This is an optimization exercise on Yosys and OpenROAD, whose aim is small area, a short achievable clock period and few clock cycles per item, not a production implementation. Where RTL was checked, it was by simulation tests only, not by an equivalence proof against the original. No activity file was given, so power comes from the tool's default toggle rates.

==> inputs of run F <==
==> flow/design.v (excerpt) <==
module pel_scaler_top #(
    parameter int FLUX  = 2,
    parameter int DEPTH = 4
) (
    input  logic                              clk,
    input  logic                              rst_n,
    input  logic            [FLUX-1:0]        in_write,
    input  pel_pkg::pel_t   [FLUX-1:0]        in_din,
    output logic            [FLUX-1:0]        in_full,
    input  coef_pkg::coef_t [FLUX-1:0]        coef,
    input  logic            [FLUX-1:0]        out_read,
    output pel_pkg::pel_t   [FLUX-1:0]        out_dout,
    output logic            [FLUX-1:0]        out_empty
);
Settings: LEC_CHECK=0, ABC_CLOCK_PERIOD_IN_PS=5000, CAP_MARGIN=20, CORE_MARGIN=2, CORE_UTILIZATION=40, CTS_BUF_LIST=sky130_fd_sc_hd__clkbuf_4 sky130_fd_sc_hd__clkbuf_8, CTS_CLUSTER_DIAMETER=100, CTS_CLUSTER_SIZE=30, SETUP_SLACK_MARGIN=4, SLEW_MARGIN=20, SYNTH_HIERARCHICAL=1; clock period 8.0 ns.
standard.sh (not shown) runs the stock make flow with config.mk's settings and CLKGATE_MAP_FILE= SYNTH_SCRIPT=/design/flow/synth_recipe.tcl, a recipe that flattens the netlist after the stock synthesis.
==> flow/flow/run.sh <==
#!/bin/bash
# the standard layout, with plain buffers (not delay cells) on the ports
bash standard.sh "BUFFER_PORTS_ARGS=-buffer_cell sky130_fd_sc_hd__buf_2" finish > standard.log 2>&1
==> inputs of run K, as changes to run F <==
==> flow/config.mk (replaced) <==
export PLATFORM = sky130hd
export DESIGN_NAME = pel_scaler_top
export DESIGN_NICKNAME = pel_scaler_top
export VERILOG_FILES = /design/flow/design.v
export SDC_FILE = /design/flow/constraint.sdc
export NUM_CORES = 4
export LEC_CHECK = 0
export ABC_AREA = 1
export CAP_MARGIN = 20
export CORE_MARGIN = 2
export CORE_UTILIZATION = 40
export CTS_BUF_LIST = sky130_fd_sc_hd__clkbuf_4 sky130_fd_sc_hd__clkbuf_8
export CTS_CLUSTER_DIAMETER = 100
export CTS_CLUSTER_SIZE = 30
export SETUP_SLACK_MARGIN = 4
export SLEW_MARGIN = 20
export SYNTH_HIERARCHICAL = 1
==> inputs of run D, as changes to run F <==
--- a/flow/design.v
+++ b/flow/design.v
@@ -19,33 +19,34 @@
     input  logic [15:0]   coef,
     input  logic          out_read,
     output pel_pkg::pel_t out_dout,
     output logic          out_empty
 );
     logic          v1, v2;
     pel_pkg::pel_t pel_d, pel_q;
-    logic [7:0]    one_q, two_q, neg_q;
-    logic          b15_q;
+    logic [7:0]    one_d, two_d, neg_d, one_q, two_q, neg_q;
+    logic          b15_d, b15_q;
     logic [15:0]   s_d, c_d;
     logic [15:1]   t_d, g_d, t_q, g_q;
     logic          y0_d, y0_q, ci_d, ci_q;
     logic          lowc_d;
     logic          go2, adv, acc;
-    logic [16:0] cx;
-    assign cx = {coef, 1'b0};
+    mul_enc u_enc (
+        .b   (coef),
+        .one (one_d),
+        .two (two_d),
+        .neg (neg_d),
+        .b15 (b15_d)
+    );
     always_ff @(posedge clk)
     begin
-        for (int j = 0; j < 8; j++)
-        begin
-            one_q[j] <= cx[2*j+1] ^ cx[2*j];
-            two_q[j] <= (cx[2*j+2] & ~cx[2*j+1] & ~cx[2*j])
-                      | (~cx[2*j+2] & cx[2*j+1] & cx[2*j]);
-            neg_q[j] <= cx[2*j+2];
-        end
-        b15_q <= coef[15];
+        one_q <= one_d;
+        two_q <= two_d;
+        neg_q <= neg_d;
+        b15_q <= b15_d;
     end
     assign go2     = ~v2 | out_read;
     assign adv     = v1 & go2;
     assign in_full = v1 & ~go2;
     assign acc     = in_write & ~in_full;
     lane_hold u_hold (
         .d   (in_din),
@@ -320,166 +321,198 @@
     logic fs_13;
     logic fc_13;
     logic fs_14;
     logic fc_14;
     logic fs_15;
     logic fc_15;
     logic hs_8;
+    logic hc_8;
     logic fs_16;
     logic fc_16;
     logic fs_17;
     logic fc_17;
     logic fs_18;
     logic fc_18;
     logic fs_19;
     logic fc_19;
+    logic hs_9;
+    logic hc_9;
     logic fs_20;
     logic fc_20;
     logic fs_21;
     logic fc_21;
     logic fs_22;
     logic fc_22;
     logic fs_23;
     logic fc_23;
     logic fs_24;
     logic fc_24;
+    logic hs_10;
     logic hc_10;
     logic fs_25;
     logic fc_25;
     logic fs_26;
     logic fc_26;
     logic fs_27;
     logic fc_27;
     logic fs_28;
     logic fc_28;
+    logic fs_29;
     logic fc_29;
+    logic hs_11;
+    logic hc_11;
     logic fs_30;
     logic fc_30;
     logic fs_31;
     logic fc_31;
     logic fs_32;
     logic fc_32;
     logic fs_33;
     logic fc_33;
     logic fs_34;
     logic fc_34;
     logic fs_35;
     logic fc_35;
+    logic hs_12;
+    logic hc_12;
     logic fs_36;
     logic fc_36;
     logic fs_37;
     logic fc_37;
     logic fs_38;
     logic fc_38;
     logic fs_39;
     logic fc_39;
     logic fs_40;
     logic fc_40;
     logic fs_41;
     logic fc_41;
+    logic hs_13;
+    logic hc_13;
     logic fs_42;
     logic fc_42;
     logic fs_43;
     logic fc_43;
     logic fs_44;
     logic fc_44;
     logic fs_45;
     logic fc_45;
     logic fs_46;
     logic fc_46;
     logic fs_47;
     logic fc_47;
+    logic fs_48;
+    logic fc_48;
     logic fs_49;
     logic fc_49;
     logic fs_50;
     logic fc_50;
     logic fs_51;
     logic fc_51;
     logic fs_52;
     logic fc_52;
     logic fs_53;
     logic fc_53;
     logic fs_54;
     logic fc_54;
+    logic fs_55;
+    logic fc_55;
     logic fs_56;
     logic fc_56;
     logic fs_57;
     logic fc_57;
     logic fs_58;
     logic fc_58;
     logic fs_59;
     logic fc_59;
     logic fs_60;
     logic fc_60;
     logic fs_61;
     logic fc_61;
+    logic fs_62;
+    logic fc_62;
     logic fs_63;
     logic fc_63;
     logic fs_64;
     logic fc_64;
     logic fs_65;
     logic fc_65;
     logic fs_66;
     logic fc_66;
     logic fs_67;
     logic fc_67;
     logic fs_68;
     logic fc_68;
+    logic fs_69;
+    logic fc_69;
     logic fs_70;
     logic fc_70;
     logic fs_71;
     logic fc_71;
     logic fs_72;
     logic fc_72;
     logic fs_73;
     logic fc_73;
     logic fs_74;
     logic fc_74;
+    logic fs_75;
+    logic fc_75;
     logic fs_76;
     logic fc_76;
     logic fs_77;
     logic fc_77;
     logic fs_78;
     logic fc_78;
     logic fs_79;
     logic fc_79;
     logic fs_80;
     logic fc_80;
+    logic fs_81;
+    logic fc_81;
     logic fs_82;
     logic fc_82;
     logic fs_83;
     logic fc_83;
     logic fs_84;
     logic fc_84;
     logic fs_85;
     logic fc_85;
+    logic fs_86;
+    logic fc_86;
     logic fs_87;
     logic fc_87;
     logic fs_88;
     logic fc_88;
     logic fs_89;
     logic fc_89;
     logic fs_90;
     logic fc_90;
+    logic fs_91;
+    logic fc_91;
     logic fs_92;
     logic fc_92;
     logic fs_93;
     logic fc_93;
     logic fs_94;
     logic fc_94;
+    logic fs_95;
+    logic fc_95;
     logic fs_96;
     logic fc_96;
     logic fs_97;
     logic fc_97;
     logic fs_98;
     logic fc_98;
+    logic fs_99;
+    logic fc_99;
     logic fs_100;
     logic fc_100;
     logic fs_101;
     logic fc_101;
+    logic fs_102;
     logic fc_102;
     assign pp_0_0 = ((one[0] & a[0])) ^ neg[0];
     assign pp_0_1 = ((one[0] & a[1]) | (two[0] & a[0])) ^ neg[0];
     assign pp_0_2 = ((one[0] & a[2]) | (two[0] & a[1])) ^ neg[0];
     assign pp_0_3 = ((one[0] & a[3]) | (two[0] & a[2])) ^ neg[0];
     assign pp_0_4 = ((one[0] & a[4]) | (two[0] & a[3])) ^ neg[0];
     assign pp_0_5 = ((one[0] & a[5]) | (two[0] & a[4])) ^ neg[0];
@@ -649,107 +682,107 @@
     mul_fa u_fs_10 (.a(pp_3_3), .b(pp_4_1), .ci(fc_6), .s(fs_10), .co(fc_10));
     mul_fa u_fs_11 (.a(fc_7), .b(fs_9), .ci(fc_8), .s(fs_11), .co(fc_11));
     mul_ha u_hs_7 (.a(fs_10), .b(hc_6), .s(hs_7), .c(hc_7));
     mul_fa u_fs_12 (.a(neg[5]), .b(pp_0_10), .ci(pp_1_8), .s(fs_12), .co(fc_12));
     mul_fa u_fs_13 (.a(pp_2_6), .b(pp_3_4), .ci(pp_4_2), .s(fs_13), .co(fc_13));
     mul_fa u_fs_14 (.a(pp_5_0), .b(fc_9), .ci(fs_12), .s(fs_14), .co(fc_14));
     mul_fa u_fs_15 (.a(fs_13), .b(fc_10), .ci(fs_14), .s(fs_15), .co(fc_15));
-    mul_ha u_hs_8 (.a(fc_11), .b(hc_7), .s(hs_8), .c(s[0]));
+    mul_ha u_hs_8 (.a(fc_11), .b(hc_7), .s(hs_8), .c(hc_8));
     mul_fa u_fs_16 (.a(pp_0_11), .b(pp_1_9), .ci(pp_2_7), .s(fs_16), .co(fc_16));
     mul_fa u_fs_17 (.a(pp_3_5), .b(pp_4_3), .ci(pp_5_1), .s(fs_17), .co(fc_17));
     mul_fa u_fs_18 (.a(fc_12), .b(fc_13), .ci(fs_16), .s(fs_18), .co(fc_18));
     mul_fa u_fs_19 (.a(fs_17), .b(fc_14), .ci(fs_18), .s(fs_19), .co(fc_19));
-    mul_ha u_hs_9 (.a(fc_15), .b(fs_19), .s(c[0]), .c(s[1]));
+    mul_ha u_hs_9 (.a(fc_15), .b(fs_19), .s(hs_9), .c(hc_9));
     mul_fa u_fs_20 (.a(neg[6]), .b(pp_0_12), .ci(pp_1_10), .s(fs_20), .co(fc_20));
     mul_fa u_fs_21 (.a(pp_2_8), .b(pp_3_6), .ci(pp_4_4), .s(fs_21), .co(fc_21));
     mul_fa u_fs_22 (.a(pp_5_2), .b(pp_6_0), .ci(fc_16), .s(fs_22), .co(fc_22));
     mul_fa u_fs_23 (.a(fc_17), .b(fs_20), .ci(fs_21), .s(fs_23), .co(fc_23));
     mul_fa u_fs_24 (.a(fc_18), .b(fs_22), .ci(fs_23), .s(fs_24), .co(fc_24));
-    mul_ha u_hs_10 (.a(fc_19), .b(fs_24), .s(c[1]), .c(hc_10));
+    mul_ha u_hs_10 (.a(fc_19), .b(fs_24), .s(hs_10), .c(hc_10));
     mul_fa u_fs_25 (.a(pp_0_13), .b(pp_1_11), .ci(pp_2_9), .s(fs_25), .co(fc_25));
     mul_fa u_fs_26 (.a(pp_3_7), .b(pp_4_5), .ci(pp_5_3), .s(fs_26), .co(fc_26));
     mul_fa u_fs_27 (.a(pp_6_1), .b(fc_20), .ci(fc_21), .s(fs_27), .co(fc_27));
     mul_fa u_fs_28 (.a(fs_25), .b(fs_26), .ci(fc_22), .s(fs_28), .co(fc_28));
-    mul_fa u_fs_29 (.a(fc_23), .b(fs_27), .ci(fs_28), .s(s[2]), .co(fc_29));
-    mul_ha u_hs_11 (.a(fc_24), .b(hc_10), .s(c[2]), .c(s[3]));
+    mul_fa u_fs_29 (.a(fc_23), .b(fs_27), .ci(fs_28), .s(fs_29), .co(fc_29));
+    mul_ha u_hs_11 (.a(fc_24), .b(hc_10), .s(hs_11), .c(hc_11));
     mul_fa u_fs_30 (.a(neg[7]), .b(pp_0_14), .ci(pp_1_12), .s(fs_30), .co(fc_30));
     mul_fa u_fs_31 (.a(pp_2_10), .b(pp_3_8), .ci(pp_4_6), .s(fs_31), .co(fc_31));
     mul_fa u_fs_32 (.a(pp_5_4), .b(pp_6_2), .ci(pp_7_0), .s(fs_32), .co(fc_32));
     mul_fa u_fs_33 (.a(fc_25), .b(fc_26), .ci(fs_30), .s(fs_33), .co(fc_33));
     mul_fa u_fs_34 (.a(fs_31), .b(fs_32), .ci(fc_27), .s(fs_34), .co(fc_34));
     mul_fa u_fs_35 (.a(fs_33), .b(fc_28), .ci(fs_34), .s(fs_35), .co(fc_35));
-    mul_ha u_hs_12 (.a(fc_29), .b(fs_35), .s(c[3]), .c(s[4]));
+    mul_ha u_hs_12 (.a(fc_29), .b(fs_35), .s(hs_12), .c(hc_12));
     mul_fa u_fs_36 (.a(pp_0_15), .b(pp_1_13), .ci(pp_2_11), .s(fs_36), .co(fc_36));
     mul_fa u_fs_37 (.a(pp_3_9), .b(pp_4_7), .ci(pp_5_5), .s(fs_37), .co(fc_37));
     mul_fa u_fs_38 (.a(pp_6_3), .b(pp_7_1), .ci(fc_30), .s(fs_38), .co(fc_38));
     mul_fa u_fs_39 (.a(fc_31), .b(fc_32), .ci(fs_36), .s(fs_39), .co(fc_39));
     mul_fa u_fs_40 (.a(fs_37), .b(fc_33), .ci(fs_38), .s(fs_40), .co(fc_40));
     mul_fa u_fs_41 (.a(fs_39), .b(fc_34), .ci(fs_40), .s(fs_41), .co(fc_41));
-    mul_ha u_hs_13 (.a(fc_35), .b(fs_41), .s(c[4]), .c(s[5]));
+    mul_ha u_hs_13 (.a(fc_35), .b(fs_41), .s(hs_13), .c(hc_13));
     mul_fa u_fs_42 (.a(pp_8_0), .b(pp_0_16), .ci(pp_1_14), .s(fs_42), .co(fc_42));
     mul_fa u_fs_43 (.a(pp_2_12), .b(pp_3_10), .ci(pp_4_8), .s(fs_43), .co(fc_43));
     mul_fa u_fs_44 (.a(pp_5_6), .b(pp_6_4), .ci(pp_7_2), .s(fs_44), .co(fc_44));
     mul_fa u_fs_45 (.a(fc_36), .b(fc_37), .ci(fs_42), .s(fs_45), .co(fc_45));
     mul_fa u_fs_46 (.a(fs_43), .b(fs_44), .ci(fc_38), .s(fs_46), .co(fc_46));
     mul_fa u_fs_47 (.a(fc_39), .b(fs_45), .ci(fc_40), .s(fs_47), .co(fc_47));
-    mul_fa u_fs_48 (.a(fs_46), .b(fc_41), .ci(fs_47), .s(c[5]), .co(s[6]));
+    mul_fa u_fs_48 (.a(fs_46), .b(fc_41), .ci(fs_47), .s(fs_48), .co(fc_48));
     mul_fa u_fs_49 (.a(nc_17), .b(pp_8_1), .ci(pp_1_15), .s(fs_49), .co(fc_49));
     mul_fa u_fs_50 (.a(pp_2_13), .b(pp_3_11), .ci(pp_4_9), .s(fs_50), .co(fc_50));
     mul_fa u_fs_51 (.a(pp_5_7), .b(pp_6_5), .ci(pp_7_3), .s(fs_51), .co(fc_51));
     mul_fa u_fs_52 (.a(fc_42), .b(fc_43), .ci(fc_44), .s(fs_52), .co(fc_52));
     mul_fa u_fs_53 (.a(fs_49), .b(fs_50), .ci(fs_51), .s(fs_53), .co(fc_53));
     mul_fa u_fs_54 (.a(fc_45), .b(fs_52), .ci(fs_53), .s(fs_54), .co(fc_54));
-    mul_fa u_fs_55 (.a(fc_46), .b(fs_54), .ci(fc_47), .s(c[6]), .co(c[7]));
+    mul_fa u_fs_55 (.a(fc_46), .b(fs_54), .ci(fc_47), .s(fs_55), .co(fc_55));
     mul_fa u_fs_56 (.a(nc_18), .b(pp_8_2), .ci(pp_1_16), .s(fs_56), .co(fc_56));
     mul_fa u_fs_57 (.a(pp_2_14), .b(pp_3_12), .ci(pp_4_10), .s(fs_57), .co(fc_57));
     mul_fa u_fs_58 (.a(pp_5_8), .b(pp_6_6), .ci(pp_7_4), .s(fs_58), .co(fc_58));
     mul_fa u_fs_59 (.a(fc_49), .b(fc_50), .ci(fc_51), .s(fs_59), .co(fc_59));
     mul_fa u_fs_60 (.a(fs_56), .b(fs_57), .ci(fs_58), .s(fs_60), .co(fc_60));
     mul_fa u_fs_61 (.a(fc_52), .b(fc_53), .ci(fs_59), .s(fs_61), .co(fc_61));
-    mul_fa u_fs_62 (.a(fs_60), .b(fc_54), .ci(fs_61), .s(s[7]), .co(s[8]));
+    mul_fa u_fs_62 (.a(fs_60), .b(fc_54), .ci(fs_61), .s(fs_62), .co(fc_62));
     mul_fa u_fs_63 (.a(ns_1), .b(ns_0), .ci(pp_8_3), .s(fs_63), .co(fc_63));
     mul_fa u_fs_64 (.a(pp_2_15), .b(pp_3_13), .ci(pp_4_11), .s(fs_64), .co(fc_64));
     mul_fa u_fs_65 (.a(pp_5_9), .b(pp_6_7), .ci(pp_7_5), .s(fs_65), .co(fc_65));
     mul_fa u_fs_66 (.a(fs_63), .b(fc_56), .ci(fc_57), .s(fs_66), .co(fc_66));
     mul_fa u_fs_67 (.a(fc_58), .b(fs_64), .ci(fs_65), .s(fs_67), .co(fc_67));
     mul_fa u_fs_68 (.a(fc_59), .b(fc_60), .ci(fs_66), .s(fs_68), .co(fc_68));
-    mul_fa u_fs_69 (.a(fs_67), .b(fc_61), .ci(fs_68), .s(c[8]), .co(s[9]));
+    mul_fa u_fs_69 (.a(fs_67), .b(fc_61), .ci(fs_68), .s(fs_69), .co(fc_69));
     mul_fa u_fs_70 (.a(nc_20), .b(pp_2_16), .ci(pp_3_14), .s(fs_70), .co(fc_70));
     mul_fa u_fs_71 (.a(pp_4_12), .b(pp_5_10), .ci(pp_6_8), .s(fs_71), .co(fc_71));
     mul_fa u_fs_72 (.a(pp_7_6), .b(fc_63), .ci(fc_64), .s(fs_72), .co(fc_72));
     mul_fa u_fs_73 (.a(fc_65), .b(fs_70), .ci(fs_71), .s(fs_73), .co(fc_73));
     mul_fa u_fs_74 (.a(fc_66), .b(fc_67), .ci(fs_72), .s(fs_74), .co(fc_74));
-    mul_fa u_fs_75 (.a(fs_73), .b(fc_68), .ci(fs_74), .s(c[9]), .co(s[10]));
+    mul_fa u_fs_75 (.a(fs_73), .b(fc_68), .ci(fs_74), .s(fs_75), .co(fc_75));
     mul_fa u_fs_76 (.a(ns_2), .b(pp_8_5), .ci(pp_8_4), .s(fs_76), .co(fc_76));
     mul_fa u_fs_77 (.a(pp_3_15), .b(pp_4_13), .ci(pp_5_11), .s(fs_77), .co(fc_77));
     mul_fa u_fs_78 (.a(pp_6_9), .b(pp_7_7), .ci(fs_76), .s(fs_78), .co(fc_78));
     mul_fa u_fs_79 (.a(fc_70), .b(fc_71), .ci(fs_77), .s(fs_79), .co(fc_79));
     mul_fa u_fs_80 (.a(fs_78), .b(fc_72), .ci(fc_73), .s(fs_80), .co(fc_80));
-    mul_fa u_fs_81 (.a(fs_79), .b(fc_74), .ci(fs_80), .s(c[10]), .co(s[11]));
+    mul_fa u_fs_81 (.a(fs_79), .b(fc_74), .ci(fs_80), .s(fs_81), .co(fc_81));
     mul_fa u_fs_82 (.a(nc_22), .b(pp_3_16), .ci(pp_4_14), .s(fs_82), .co(fc_82));
     mul_fa u_fs_83 (.a(pp_5_12), .b(pp_6_10), .ci(pp_7_8), .s(fs_83), .co(fc_83));
     mul_fa u_fs_84 (.a(fc_76), .b(fc_77), .ci(fs_82), .s(fs_84), .co(fc_84));
     mul_fa u_fs_85 (.a(fs_83), .b(fc_78), .ci(fc_79), .s(fs_85), .co(fc_85));
-    mul_fa u_fs_86 (.a(fs_84), .b(fc_80), .ci(fs_85), .s(c[11]), .co(s[12]));
+    mul_fa u_fs_86 (.a(fs_84), .b(fc_80), .ci(fs_85), .s(fs_86), .co(fc_86));
     mul_fa u_fs_87 (.a(ns_3), .b(pp_8_7), .ci(pp_8_6), .s(fs_87), .co(fc_87));
     mul_fa u_fs_88 (.a(pp_4_15), .b(pp_5_13), .ci(pp_6_11), .s(fs_88), .co(fc_88));
     mul_fa u_fs_89 (.a(pp_7_9), .b(fs_87), .ci(fc_82), .s(fs_89), .co(fc_89));
     mul_fa u_fs_90 (.a(fc_83), .b(fs_88), .ci(fc_84), .s(fs_90), .co(fc_90));
-    mul_fa u_fs_91 (.a(fs_89), .b(fc_85), .ci(fs_90), .s(c[12]), .co(s[13]));
+    mul_fa u_fs_91 (.a(fs_89), .b(fc_85), .ci(fs_90), .s(fs_91), .co(fc_91));
     mul_fa u_fs_92 (.a(nc_24), .b(pp_4_16), .ci(pp_5_14), .s(fs_92), .co(fc_92));
     mul_fa u_fs_93 (.a(pp_6_12), .b(pp_7_10), .ci(fc_87), .s(fs_93), .co(fc_93));
     mul_fa u_fs_94 (.a(fc_88), .b(fs_92), .ci(fs_93), .s(fs_94), .co(fc_94));
-    mul_fa u_fs_95 (.a(fc_89), .b(fs_94), .ci(fc_90), .s(c[13]), .co(c[14]));
+    mul_fa u_fs_95 (.a(fc_89), .b(fs_94), .ci(fc_90), .s(fs_95), .co(fc_95));
     mul_fa u_fs_96 (.a(ns_4), .b(pp_8_9), .ci(pp_8_8), .s(fs_96), .co(fc_96));
     mul_fa u_fs_97 (.a(pp_5_15), .b(pp_6_13), .ci(pp_7_11), .s(fs_97), .co(fc_97));
     mul_fa u_fs_98 (.a(fs_96), .b(fc_92), .ci(fs_97), .s(fs_98), .co(fc_98));
-    mul_fa u_fs_99 (.a(fc_93), .b(fs_98), .ci(fc_94), .s(s[14]), .co(c[15]));
+    mul_fa u_fs_99 (.a(fc_93), .b(fs_98), .ci(fc_94), .s(fs_99), .co(fc_99));
     mul_fa u_fs_100 (.a(nc_26), .b(pp_5_16), .ci(pp_6_14), .s(fs_100), .co(fc_100));
     mul_fa u_fs_101 (.a(pp_7_12), .b(fc_96), .ci(fc_97), .s(fs_101), .co(fc_101));
-    mul_fa u_fs_102 (.a(fs_100), .b(fc_98), .ci(fs_101), .s(s[15]), .co(fc_102));
+    mul_fa u_fs_102 (.a(fs_100), .b(fc_98), .ci(fs_101), .s(fs_102), .co(fc_102));
     logic lg_0, lt_0;
     assign lg_0 = neg[0] & pp_0_0;
     assign lt_0 = neg[0] | pp_0_0;
     logic lg_2, lt_2;
     assign lg_2 = pp_1_0 & hs_0;
     assign lt_2 = pp_1_0 | hs_0;
     logic lg_3, lt_3;
@@ -805,14 +838,46 @@
     assign lct8 = lct7 & lct5;
     logic lcg9, lct9;
     assign lcg9 = lcg8 | (lct8 & lcg3);
     assign lct9 = lct8 & lct3;
     logic lc_g;
     assign lc_g = lcg9;
     assign lowc = lc_g;
+    assign s[0] = hc_8;
+    assign c[0] = hs_9;
+    assign s[1] = hc_9;
+    assign c[1] = hs_10;
+    assign s[2] = fs_29;
+    assign c[2] = hs_11;
+    assign s[3] = hc_11;
+    assign c[3] = hs_12;
+    assign s[4] = hc_12;
+    assign c[4] = hs_13;
+    assign s[5] = hc_13;
+    assign c[5] = fs_48;
+    assign s[6] = fc_48;
+    assign c[6] = fs_55;
+    assign s[7] = fs_62;
+    assign c[7] = fc_55;
+    assign s[8] = fc_62;
+    assign c[8] = fs_69;
+    assign s[9] = fc_69;
+    assign c[9] = fs_75;
+    assign s[10] = fc_75;
+    assign c[10] = fs_81;
+    assign s[11] = fc_81;
+    assign c[11] = fs_86;
+    assign s[12] = fc_86;
+    assign c[12] = fs_91;
+    assign s[13] = fc_91;
+    assign c[13] = fs_95;
+    assign s[14] = fs_99;
+    assign c[14] = fc_95;
+    assign s[15] = fs_102;
+    assign c[15] = fc_99;
 endmodule
 module mul_fa (
     input  logic a,
     input  logic b,
     input  logic ci,
     output logic s,
     output logic co
@@ -825,14 +890,34 @@
     input  logic b,
     output logic s,
     output logic c
 );
     assign s = a ^ b;
     assign c = a & b;
 endmodule
+module mul_enc (
+    input  logic [15:0] b,
+    output logic [7:0]  one,
+    output logic [7:0]  two,
+    output logic [7:0]  neg,
+    output logic        b15
+);
+    logic [16:0] bx;
+    assign bx = {b, 1'b0};
+    always_comb
+    begin
+        for (int j = 0; j < 8; j++)
+        begin
+            one[j] = bx[2*j+1] ^ bx[2*j];
+            two[j] = (bx[2*j+2] & ~bx[2*j+1] & ~bx[2*j]) | (~bx[2*j+2] & bx[2*j+1] & bx[2*j]);
+            neg[j] = bx[2*j+2];
+        end
+    end
+    assign b15 = b[15];
+endmodule
 module mul_cpa (
     input  logic [14:0] t,
     input  logic [14:0] g,
     input  logic        ci,
     output logic [14:0] y
 );
     logic g0_1;
==> flow/run.sh (new file) <==
#!/bin/bash
# synth_recipe.tcl (not shown) runs the flow's synth.tcl, then flattens the netlist and writes it again
# the make line also repeats each setting of config.mk as NAME=value (left out here)
make -C /OpenROAD-flow-scripts/flow DESIGN_CONFIG=/design/flow/config.mk WORK_HOME=/design/flow/orfs CLKGATE_MAP_FILE= SYNTH_SCRIPT=/design/flow/synth_recipe.tcl finish
==> flow/config.mk (replaced) <==
export PLATFORM = sky130hd
export DESIGN_NAME = pel_scaler_top
export DESIGN_NICKNAME = pel_scaler_top
export VERILOG_FILES = /design/flow/design.v
export SDC_FILE = /design/flow/constraint.sdc
export NUM_CORES = 4
export LEC_CHECK = 0
export CAP_MARGIN = 20
export CORE_MARGIN = 2
export CORE_UTILIZATION = 40
export SETUP_SLACK_MARGIN = 4.5
export SLEW_MARGIN = 20
export SYNTH_HIERARCHICAL = 1
removed: flow/flow/run.sh
removed: flow/standard.sh
==> inputs of run A, as changes to run F <==
==> flow/config.mk (replaced) <==
export PLATFORM = sky130hd
export DESIGN_NAME = pel_scaler_top
export DESIGN_NICKNAME = pel_scaler_top
export VERILOG_FILES = /design/flow/design.v
export SDC_FILE = /design/flow/constraint.sdc
export NUM_CORES = 4
export LEC_CHECK = 0
export CAP_MARGIN = 20
export CORE_MARGIN = 2
export CORE_UTILIZATION = 40
export SETUP_SLACK_MARGIN = 4
export SLEW_MARGIN = 20
export SYNTH_HIERARCHICAL = 1
==> summary.txt <==
|  | run D | run K | run A | run F |
|---|---|---|---|---|
| Via count of the first global-routing pass | 11710 | 12480 | 11030 | 11010 |
| Destination of the critical timing path | out_dout[30] | g_lane[1].u_lane.t_q[5]$_DFFE_PP_ | g_lane[1].u_lane.t_q[5]$_DFFE_PP_ | out_dout[29] |
| Detail Placement HPWL | 27990 um | 31520 um | 28380 um | 28380 um |
| Slew at the pin with the worst max-slew slack | 0.5729 ns | 1.041 ns | 1.019 ns | 1.001 ns |
| Filler cell count in the final layout | 3621 | 3974 | 3750 | 3773 |
| Cell count after synthesis | 1532 | 1798 | 1446 | 1446 |
| FF+latch count | 150 | 148 | 148 | 148 |
| Area post-placement | 17170 um2 | 17250 um2 | 16470 um2 | 16470 um2 |
| GRT Overall Usage | 0.1964 | 0.1962 | 0.1876 | 0.1865 |
| Most repeated cell in the gate-level netlist after synthesis | sky130_fd_sc_hd__xnor2_1 | sky130_fd_sc_hd__nand2_1 | sky130_fd_sc_hd__xnor2_1 | sky130_fd_sc_hd__xnor2_1 |
| DRT Pass-1 Iters | 5 | 5 | 5 | 6 |
| Sequential logic power | 1560 uW | 1450 uW | 1560 uW | 1560 uW |
| Synth Net Count | 1838 | 2104 | 1752 | 1752 |
| Cell depth of the worst hold path | 1 | 2 | 1 | 1 |
| Initial Utilization | 0.4050 | 0.4042 | 0.4078 | 0.4078 |
| Synth Area in Adders | 0.2730 | 0.2675 | 0.2845 | 0.2845 |
| Total power per unit cell area | 380.3 nW/um2 | 364.7 nW/um2 | 383.5 nW/um2 | 376.3 nW/um2 |
| Fraction of standard cell area that is sequential | 0.1974 | 0.1982 | 0.2186 | 0.2205 |
| Destination of the worst hold path | g_lane[0].u_lane.v2$_DFFE_PN0P_ | g_lane[1].u_lane.pel_q[14]$_DFF_P_ | g_lane[0].u_lane.pel_q[9]$_DFF_P_ | g_lane[0].u_lane.pel_q[9]$_DFF_P_ |
| Result of the run | no timing/DRC/antenna violations | no timing/DRC/antenna violations | no timing/DRC/antenna violations | no timing/DRC/antenna violations |
Testbench counts of run F, summed over its fixed seeds: cycles 8,016, items 16,000.
Testbench counts of run K, summed over its fixed seeds: cycles 8,016, items 16,000.
Testbench counts of run A, summed over its fixed seeds: cycles 8,016, items 16,000.
Function not checked in run D: the RTL went through the layout flow alone.

==> static timing again, ports no longer ideal <==
In the flow no input, the clock included, has a driving cell. The finished layouts below were timed again as built, in two steps. Step 1 assumes that a clkbuf_16 drives the clock port and a buf_2 every other input. Step 2 adds t to the input delays and takes it off the output delays; t is the mean of the earliest and latest rising clock arrival at the registers after step 1. Input paths then give back, and output paths get back, about the clock's delay inside the block. Slacks: ideal ports / drivers / drivers and shift; pairs: ideal ports / drivers.
run | shift t [ns] | slack for setup (ns) | worst hold slack (ns)
run F | 0.522 | 4.129 / 4.082 / 4.152 | 0.496 / 0.496 / 0.496
run K | 0.538 | 4.094 / 4.094 / 4.094 | 0.485 / 0.485 / 0.485
run D | 0.507 | 4.159 / 4.102 / 4.281 | 0.544 / 0.544 / 0.544
run A | 0.490 | 4.155 / 4.132 / 4.155 | 0.493 / 0.493 / 0.493
After both steps every run listed still meets setup and hold.
